Source: an optimization exercise on an open RTL-to-GDS flow (aim: small area, a short achievable clock period and few clock cycles per item). Production flows keep margins and buffers that such runs may drop.
Function was checked by simulation only, so behaviour that the tests miss may differ from the original.

[run.sh]
#!/bin/bash
# synth_recipe.tcl (not shown) runs the flow's synth.tcl, then flattens the netlist and writes it again
# the make line also repeats each setting of config.mk as NAME=value (left out here)
make -C /OpenROAD-flow-scripts/flow DESIGN_CONFIG=/design/flow/config.mk WORK_HOME=/design/flow/orfs CLKGATE_MAP_FILE= SYNTH_SCRIPT=/design/flow/synth_recipe.tcl finish
[config.mk]
export PLATFORM = sky130hd
export DESIGN_NAME = scalar_kalman_filter
export DESIGN_NICKNAME = scalar_kalman_filter
export VERILOG_FILES = /design/flow/design.v
export SDC_FILE = /design/flow/constraint.sdc
export NUM_CORES = 4
export LEC_CHECK = 0
export CAP_MARGIN = 20
export CORE_MARGIN = 2
export CORE_UTILIZATION = 40
export SLEW_MARGIN = 20
[constraint.sdc]
create_clock -name core_clock -period 12.0 [get_ports {clock}]
set_input_delay 2.4000 -clock core_clock [delete_from_list [all_inputs] [get_ports {clock}]]
set_output_delay 2.4000 -clock core_clock [all_outputs]
set_load 0.01 [all_outputs]
[design.v]
`default_nettype none
package scf_pkg;
   localparam int CHANNELS    = 2;
   localparam int CHAN_W      = 1;
   localparam int STORE_IDX_W = (CHANNELS > 1) ? $clog2(CHANNELS) : 1;
   localparam int EST_W  = 40;    
   localparam int NOISE_W = 32;   
   localparam int COV_W  = 33;    
   localparam int PMID_W = 34;    
   localparam int DEN_W  = 35;
   localparam int REM_W  = 36;
   localparam int QUO_W  = 33;    
   localparam int DIFF_W = 41;
   localparam int PROD_W = 65;
   localparam int ACC_W  = 42;
   localparam int DELTA_W = 43;
   localparam int CSR_IDX_W  = 2;
   localparam int CSR_DATA_W = 32;
   localparam logic [CSR_IDX_W-1:0] CSR_PROCESS_NOISE     = 2'd0;
   localparam logic [CSR_IDX_W-1:0] CSR_MEASUREMENT_NOISE = 2'd1;
   localparam logic [NOISE_W-1:0] PROCESS_NOISE_RESET     = 32'd4294967;
   localparam logic [NOISE_W-1:0] MEASUREMENT_NOISE_RESET = 32'd214748365;
   localparam logic [QUO_W-1:0] GAIN_ONE = 33'h1_0000_0000;
endpackage
`default_nettype wire
`default_nettype none
module scalar_kalman_filter
(
   input  wire logic                   clock,
   input  wire logic                   reset,
   input  wire logic                   req_tvalid,
   output logic                        req_tready,
   input  wire logic [scf_pkg::EST_W-1:0]       req_tdata,    
   input  wire logic [scf_pkg::CHAN_W-1:0]      req_tuser,    
   output logic                        rsp_tvalid,
   input  wire logic                   rsp_tready,
   output logic [scf_pkg::EST_W-1:0]            rsp_tdata,    
   output logic [scf_pkg::CHAN_W-1:0]           rsp_tuser,    
   input  wire logic                   csr_valid,
   output logic                        csr_ready,
   input  wire logic [scf_pkg::CSR_IDX_W-1:0]   csr_index,
   input  wire logic [scf_pkg::CSR_DATA_W-1:0]  csr_data
);
   typedef enum logic [2:0] {
      S_IDLE, S_PRED, S_DEN, S_DIV, S_MUL, S_ACC, S_SIGN, S_FIN
   } state_type;
   localparam logic [5:0] DIV_LAST = 6'(scf_pkg::QUO_W - 1);
   state_type                 state_ff;
   logic [scf_pkg::CHAN_W-1:0]         chan_ff;
   logic [scf_pkg::STORE_IDX_W-1:0]    idx_ff;
   logic                      chan_ok_ff;
   logic [scf_pkg::EST_W-1:0]          meas_ff;
   logic [scf_pkg::EST_W-1:0]          est_ff;
   logic [scf_pkg::COV_W-1:0]          p_ff;
   logic [scf_pkg::PMID_W-1:0]         pmid_ff;
   logic [scf_pkg::DEN_W-1:0]          den_ff;
   logic [scf_pkg::DIFF_W-1:0]         diff_ff;
   logic                      neg_ff;
   logic [scf_pkg::DIFF_W-1:0]         mag_ff;
   logic [scf_pkg::REM_W-1:0]          rem_ff;
   logic [scf_pkg::QUO_W-1:0]          quo_ff;
   logic [5:0]                cnt_ff;
   logic [1:0]                mstep_ff;
   logic [scf_pkg::PROD_W-1:0]         prod_ff;
   logic [scf_pkg::ACC_W-1:0]          acc_ff;
   logic                      frac_ff;
   logic [scf_pkg::COV_W-1:0]          pnew_ff;
   logic [scf_pkg::DELTA_W-1:0]        delta_ff;
   logic [scf_pkg::NOISE_W-1:0]        q_ff;
   logic [scf_pkg::NOISE_W-1:0]        r_ff;
   logic [scf_pkg::EST_W-1:0]          est_store_ff [scf_pkg::CHANNELS];
   logic [scf_pkg::COV_W-1:0]          cov_store_ff [scf_pkg::CHANNELS];
   logic                      rsp_valid_ff;
   logic [scf_pkg::CHAN_W-1:0]         rsp_chan_ff;
   logic [scf_pkg::EST_W-1:0]          rsp_est_ff;
   logic [scf_pkg::STORE_IDX_W-1:0]    req_idx;
   logic                      req_chan_ok;
   logic [scf_pkg::QUO_W-1:0]          one_minus_gain;
   logic [scf_pkg::QUO_W-1:0]          mul_a;
   logic [scf_pkg::NOISE_W-1:0]        mul_b;
   logic [scf_pkg::PROD_W-1:0]         prod_in;
   logic [scf_pkg::REM_W-1:0]          div_trial;
   logic                      div_ge;
   logic [scf_pkg::REM_W-1:0]          rem_in;
   logic [scf_pkg::ACC_W-1:0]          acc_sum;
   logic [scf_pkg::DELTA_W-1:0]        nest_sum;
   logic [scf_pkg::EST_W-1:0]          nest_in;
   assign req_tready = (state_ff == S_IDLE);
   assign csr_ready  = 1'b1;
   assign rsp_tvalid = rsp_valid_ff;
   assign rsp_tdata  = rsp_est_ff;
   assign rsp_tuser  = rsp_chan_ff;
   assign req_idx     = scf_pkg::STORE_IDX_W'(req_tuser);
   assign req_chan_ok = (int'(req_tuser) < scf_pkg::CHANNELS);
   assign one_minus_gain = scf_pkg::GAIN_ONE - quo_ff;
   always_comb begin
      case (mstep_ff)
         2'd0: begin
            mul_a = one_minus_gain;
            mul_b = pmid_ff[31:0];
         end
         2'd1: begin
            mul_a = one_minus_gain;
            mul_b = {30'd0, pmid_ff[33:32]};
         end
         2'd2: begin
            mul_a = quo_ff;
            mul_b = mag_ff[31:0];
         end
         default: begin
            mul_a = quo_ff;
            mul_b = {23'd0, mag_ff[40:32]};
         end
      endcase
   end
   assign prod_in = {32'd0, mul_a} * {33'd0, mul_b};
   assign div_trial = (cnt_ff == 6'd0) ? rem_ff : {rem_ff[scf_pkg::REM_W-2:0], 1'b0};
   assign div_ge    = (div_trial >= {1'b0, den_ff});
   assign rem_in    = div_ge ? (div_trial - {1'b0, den_ff}) : div_trial;
   assign acc_sum  = {9'd0, acc_ff[32:0]} + prod_ff[scf_pkg::ACC_W-1:0];
   assign nest_sum = {{3{est_ff[scf_pkg::EST_W-1]}}, est_ff} + delta_ff;
   always_comb begin
      if (nest_sum[42:39] == 4'b0000 || nest_sum[42:39] == 4'b1111) begin
         nest_in = nest_sum[scf_pkg::EST_W-1:0];
      end else if (nest_sum[42]) begin
         nest_in = {1'b1, {(scf_pkg::EST_W-1){1'b0}}};
      end else begin
         nest_in = {1'b0, {(scf_pkg::EST_W-1){1'b1}}};
      end
   end
   always_ff @(posedge clock) begin
      if (reset) begin
         state_ff     <= S_IDLE;
         rsp_valid_ff <= 1'b0;
         q_ff         <= scf_pkg::PROCESS_NOISE_RESET;
         r_ff         <= scf_pkg::MEASUREMENT_NOISE_RESET;
         mstep_ff     <= 2'd0;
         cnt_ff       <= 6'd0;
         for (int i = 0; i < scf_pkg::CHANNELS; i++) begin
            est_store_ff[i] <= '0;
            cov_store_ff[i] <= '0;
         end
      end else begin
         if (csr_valid) begin
            case (csr_index)
               scf_pkg::CSR_PROCESS_NOISE:     q_ff <= csr_data;
               scf_pkg::CSR_MEASUREMENT_NOISE: r_ff <= csr_data;
               default: ;
            endcase
         end
         if (rsp_tready && state_ff != S_FIN) begin
            rsp_valid_ff <= 1'b0;
         end
         case (state_ff)
            S_IDLE: begin
               if (req_tvalid) begin
                  chan_ff    <= req_tuser;
                  idx_ff     <= req_idx;
                  chan_ok_ff <= req_chan_ok;
                  meas_ff    <= req_tdata;
                  if (req_chan_ok) begin
                     est_ff   <= est_store_ff[req_idx];
                     p_ff     <= cov_store_ff[req_idx];
                     state_ff <= S_PRED;
                  end else begin
                     state_ff <= S_FIN;
                  end
               end
            end
            S_PRED: begin
               pmid_ff  <= {1'b0, p_ff} + {2'd0, q_ff};
               diff_ff  <= {meas_ff[scf_pkg::EST_W-1], meas_ff} - {est_ff[scf_pkg::EST_W-1], est_ff};
               state_ff <= S_DEN;
            end
            S_DEN: begin
               den_ff   <= {1'b0, pmid_ff} + {3'd0, r_ff};
               neg_ff   <= diff_ff[scf_pkg::DIFF_W-1];
               mag_ff   <= diff_ff[scf_pkg::DIFF_W-1] ? (~diff_ff + 41'd1) : diff_ff;
               rem_ff   <= {2'd0, pmid_ff};
               quo_ff   <= '0;
               cnt_ff   <= 6'd0;
               state_ff <= S_DIV;
            end
            S_DIV: begin
               if (den_ff == '0) begin
                  quo_ff   <= '0;
                  mstep_ff <= 2'd0;
                  state_ff <= S_MUL;
               end else begin
                  quo_ff <= {quo_ff[scf_pkg::QUO_W-2:0], div_ge};
                  rem_ff <= rem_in;
                  cnt_ff <= cnt_ff + 6'd1;
                  if (cnt_ff == DIV_LAST) begin
                     mstep_ff <= 2'd0;
                     state_ff <= S_MUL;
                  end
               end
            end
            S_MUL: begin
               prod_ff  <= prod_in;
               state_ff <= S_ACC;
            end
            S_ACC: begin
               case (mstep_ff)
                  2'd0: acc_ff <= {9'd0, prod_ff[64:32]};
                  2'd1: begin
                     pnew_ff <= (acc_sum[scf_pkg::ACC_W-1:scf_pkg::COV_W] != '0) ? '1 : acc_sum[scf_pkg::COV_W-1:0];
                  end
                  2'd2: begin
                     frac_ff <= (prod_ff[31:0] != 32'd0);
                     acc_ff  <= {9'd0, prod_ff[64:32]};
                  end
                  default: acc_ff <= acc_sum;
               endcase
               mstep_ff <= mstep_ff + 2'd1;
               state_ff <= (mstep_ff == 2'd3) ? S_SIGN : S_MUL;
            end
            S_SIGN: begin
               delta_ff <= neg_ff ? (~{1'b0, acc_ff} + {42'd0, ~frac_ff}) : {1'b0, acc_ff};
               state_ff <= S_FIN;
            end
            S_FIN: begin
               if (!rsp_valid_ff || rsp_tready) begin
                  rsp_valid_ff <= 1'b1;
                  rsp_chan_ff  <= chan_ff;
                  if (chan_ok_ff) begin
                     rsp_est_ff           <= nest_in;
                     est_store_ff[idx_ff] <= nest_in;
                     cov_store_ff[idx_ff] <= pnew_ff;
                  end else begin
                     rsp_est_ff <= '0;
                  end
                  state_ff <= S_IDLE;
               end
            end
            default: state_ff <= S_IDLE;
         endcase
      end
   end
endmodule
`default_nettype wire
==> run notes <==
## worst max path at each step
stage	cells past startpoint	end	slack (ns)	from
after floorplan	5	est_ff[0]	0.72	reset
after global placement	30	prod_ff[64]	0.64	quo_ff[7]
after detailed placement	30	prod_ff[64]	0.61	quo_ff[7]
after CTS	30	prod_ff[64]	0.52	quo_ff[7]
after global routing	32	prod_ff[61]	0.25	quo_ff[7]
final	30	prod_ff[64]	0.84	quo_ff[7]
## flip-flops by register name, indices dropped and copies added (netlist names), 32 cells and up
signal / cells
acc_ff: 42
cov_store_ff: 66
delta_ff: 43
den_ff: 35
diff_ff: 41
est_ff: 40
est_store_ff: 80
mag_ff: 41
meas_ff: 40
p_ff: 33
pmid_ff: 34
pnew_ff: 33
prod_ff: 65
q_ff: 32
quo_ff: 33
r_ff: 32
rem_ff: 36
rsp_est_ff: 40
## logic make-up after synthesis
family / count (synthesis) / share of synthesized area, %
AO/OA/AOI/OAI: 1262 / 10.4
XOR/XNOR: 389 / 4.50
adder cells (fa/ha/maj): 1421 / 32.7
buffers and inverters: 1391 / 6.90
flip-flops: 782 / 30.0
multiplexers: 135 / 1.97
other: 1 / 0.00495
AND/OR/NAND/NOR: 2337 / 13.5
## repair_timing
| action | 4_1_cts | 5_1_grt |
|---|---|---|
| endpoints found under the setup margin | 0 | 6 |
| hold buffers | 0 | 0 |
| gates resized for setup | 0 | 1 |
## worst reg2reg max path, delay by kind of cell (launching register included)
| family | cells | cell delay, ns |
|---|---|---|
| compound gates | 7 | 2.63 |
| xor+xnor | 2 | 0.65 |
| fa+ha+maj | 9 | 4.39 |
| buf+inv | 3 | 0.46 |
| flops | 1 | 0.53 |
| simple gates | 9 | 2.20 |
## area by class of cell
cell class              count  area share (%)
diodes                      6          0.0180
clock buffers             104            2.78
clock inverters            56           0.791
inverters                1041            4.69
multi-input cells        5545            58.0
flip-flops and latches    782            27.3
well taps                2495            3.75
repair buffers            250            2.64
## Yosys cell counts (112+ instances only)
cell type	number
nor2_1	860
inv_1	1040
xnor2_1	271
a21oi_1	354
edfxtp_1	706
a21o_1	151
nand2_1	871
ha_1	489
o21ai_0	336
xor2_1	118
mux2_2	112
fa_1	932
clkbuf_1	342
## per-stage QoR
stage | std cells | hold WS [ns] | setup slack [ns] | area (sq um)
after floorplan | 7718 | 0.424 | 0.721 | 75800
after global placement | 10100 | 0.450 | 0.642 | 80200
after detailed placement | 10100 | 0.454 | 0.609 | 80200
after CTS | 10300 | 0.462 | 0.518 | 83200
after global routing | 10300 | 0.478 | 0.253 | 83200
final | 10300 | 0.458 | 0.840 | 83200
## routing by layer
layer	global-route usage (%)	up-vias	routed length [microns]
li1	-	25500	-
met1	35.2	28600	104000
met2	39.0	2120	108000
met3	4.42	409	18500
met4	9.51	6	10200
met5	0	-	40
==> run_results.csv <==
group,metric,value,unit
status,outcome,"no timing/DRC/antenna violations",
floorplanning,die_h,439,microns
synth,synth-edff-count,706,
synth,ys_ff_latch,782,
clock_network,cts.sinks,782,
synth,async_flop_share,0,%
synth,yosysWarnings,1,
worst_setup_path,critical_path.max_fanout,13,
global_routing,antenna_found_initial,8,
floorplanning,start_util,40.3,%
timing,final_period_minus_worst_setup_slack,11.16,ns
routing,ant_nets,0,
timing,finalClockSkew,0.0576,ns
worst_setup_path,critPathArrivalTime,11.59,ns
clock_network,cts_root_buffer,"clkbuf_16",
job,maxCapViolCount,0,
worst_setup_path,crit_family,"adder cells",
synth,netlist_top_cells_area,"edfxtp_1 28%, fa_1 25%, ha_1 8.1%, inv_1 5.2%, nand2_1 4.3%",
worst_setup_path,crit_required,12.43,ns
routing,viasPerCell,5.51,
timing,max_freq,89.6,MHz
worst_setup_path,r2r-end,"prod_ff[64]",
clock_network,clk_path_buf_depth,3,
timing,period_share,93.0,%
worst_setup_path,worst_path_most_repeated_cell,"fa_1",
synth,seq_area_frac_synth,30.0,%
worst_setup_path,start_kind,"flop",
synth,synth_cell_types,83,
worst_setup_path,critPathBufInv,3,
floorplanning,dieWidth,439,microns
routing,drt_iter0_drc,4757,
routing,wire_per_inst,23.4,microns
floorplanning,rows,159,
global_routing,grt_max_degree,115,
hold_path,worst_hold_path.num_cells,2,
clock_network,post-cts-setup-buffer-count,0,
synth,syn_avg_cell_area,9.82,sq um
routing,drt-pass1-iter-count,5,
hold_path,hp-class,"reg -> reg",
clock_network,cts_buffers,88,
layout,layout_common_cells,"1040 x inv_1, 932 x fa_1, 871 x nand2_1, 849 x nor2_1, 706 x edfxtp_1",
timing,rsz0062_at_grt,"false",
global_routing,grt.total_usage,25.2,%
global_routing,overflow,0,
synth,postSynthCellCount,7718,
timing,hold_viol_final,0,
layout,multiInputGateArea,0.0483,sq mm
timing,tightest_slew,1.26,ns
layout,syn_to_final_growth,9.85,%
synth,synth_top_area_share,28.0,%
synth,syn-num-nets,9219,
global_routing,grt_pass1_wl,366,mm
layout,nFillCells,17800,
synth,yosys.area.top_type,"edfxtp_1",
timing,fin_tns_setup,0,ns
placement,place_hpwl,192,mm
worst_setup_path,rr_startpoint,"quo_ff[7]",
floorplanning,dieArea,0.193,sq mm
clock_network,worstSkewPairLatency,0.72,ns
routing,drc,0,
hold_path,min_from,"r_ff[29]",
layout,drive_above_1_share,6.30,%
placement,port_buffers,122,
worst_setup_path,ff2ff_setup_slack,0.84,ns
synth,synth_area,0.0758,sq mm
global_routing,grt_pass1_vias,58000,
clock_network,h-tree-depth,3,
hold_path,worstHoldEndpoint,"r_ff[29]",
worst_setup_path,crit_slowest_cell,"a21oi_2",
placement,gp_congestion,0.951,
layout,nets,9209,
timing,finalSetupViolations,0,
synth,synth_ff_type,"edfxtp_1",
worst_setup_path,crit_type,"reg -> reg",
routing,vias,56600,
floorplanning,coreArea,0.188,sq mm
layout,fin_util,44.3,%
floorplanning,io_pins,124,
timing,slew_viol_final,0,
worst_setup_path,reg2regPathDepth,30,
layout,seqCellArea,0.0227,sq mm
worst_setup_path,slowest_delay,0.60,ns
clock_network,clk_pin_slew,0.06,ns
clock_network,cts_tree,"yes",
layout,final_common_cell,"inv_1",
worst_setup_path,endpoint_kind,"flop",
timing,slew_headroom,15.5,%
routing,wl,241,mm
Testbench counts, summed over its fixed seeds: cycles 147,208, items 3,200.

## re-timing with driven ports
No port has a modelled driver above. Below, the same layout with a new extraction and two added sets of constraints. Step 1, drivers: a clkbuf_16 drives clock and a buf_2 each remaining input, both assumed. Step 2 times the ports against the registers' clock, not the clock port: input delays grow and output delays shrink by t, the midpoint of the rising clock arrivals with the driver on. Three values: ideal, step 1, step 2; two values: the first two.
t (ns): 0.768
setup WS [ns]: 0.840 / 0.840 / 0.840
worst data-port slew with drivers (ns): 0.09
pins driven straight from the clock port: 1
After both steps this run still meets setup and hold. For this run, drivers alone change the setup slack by 0.000 ns; drivers and shift together by 0.000 ns.
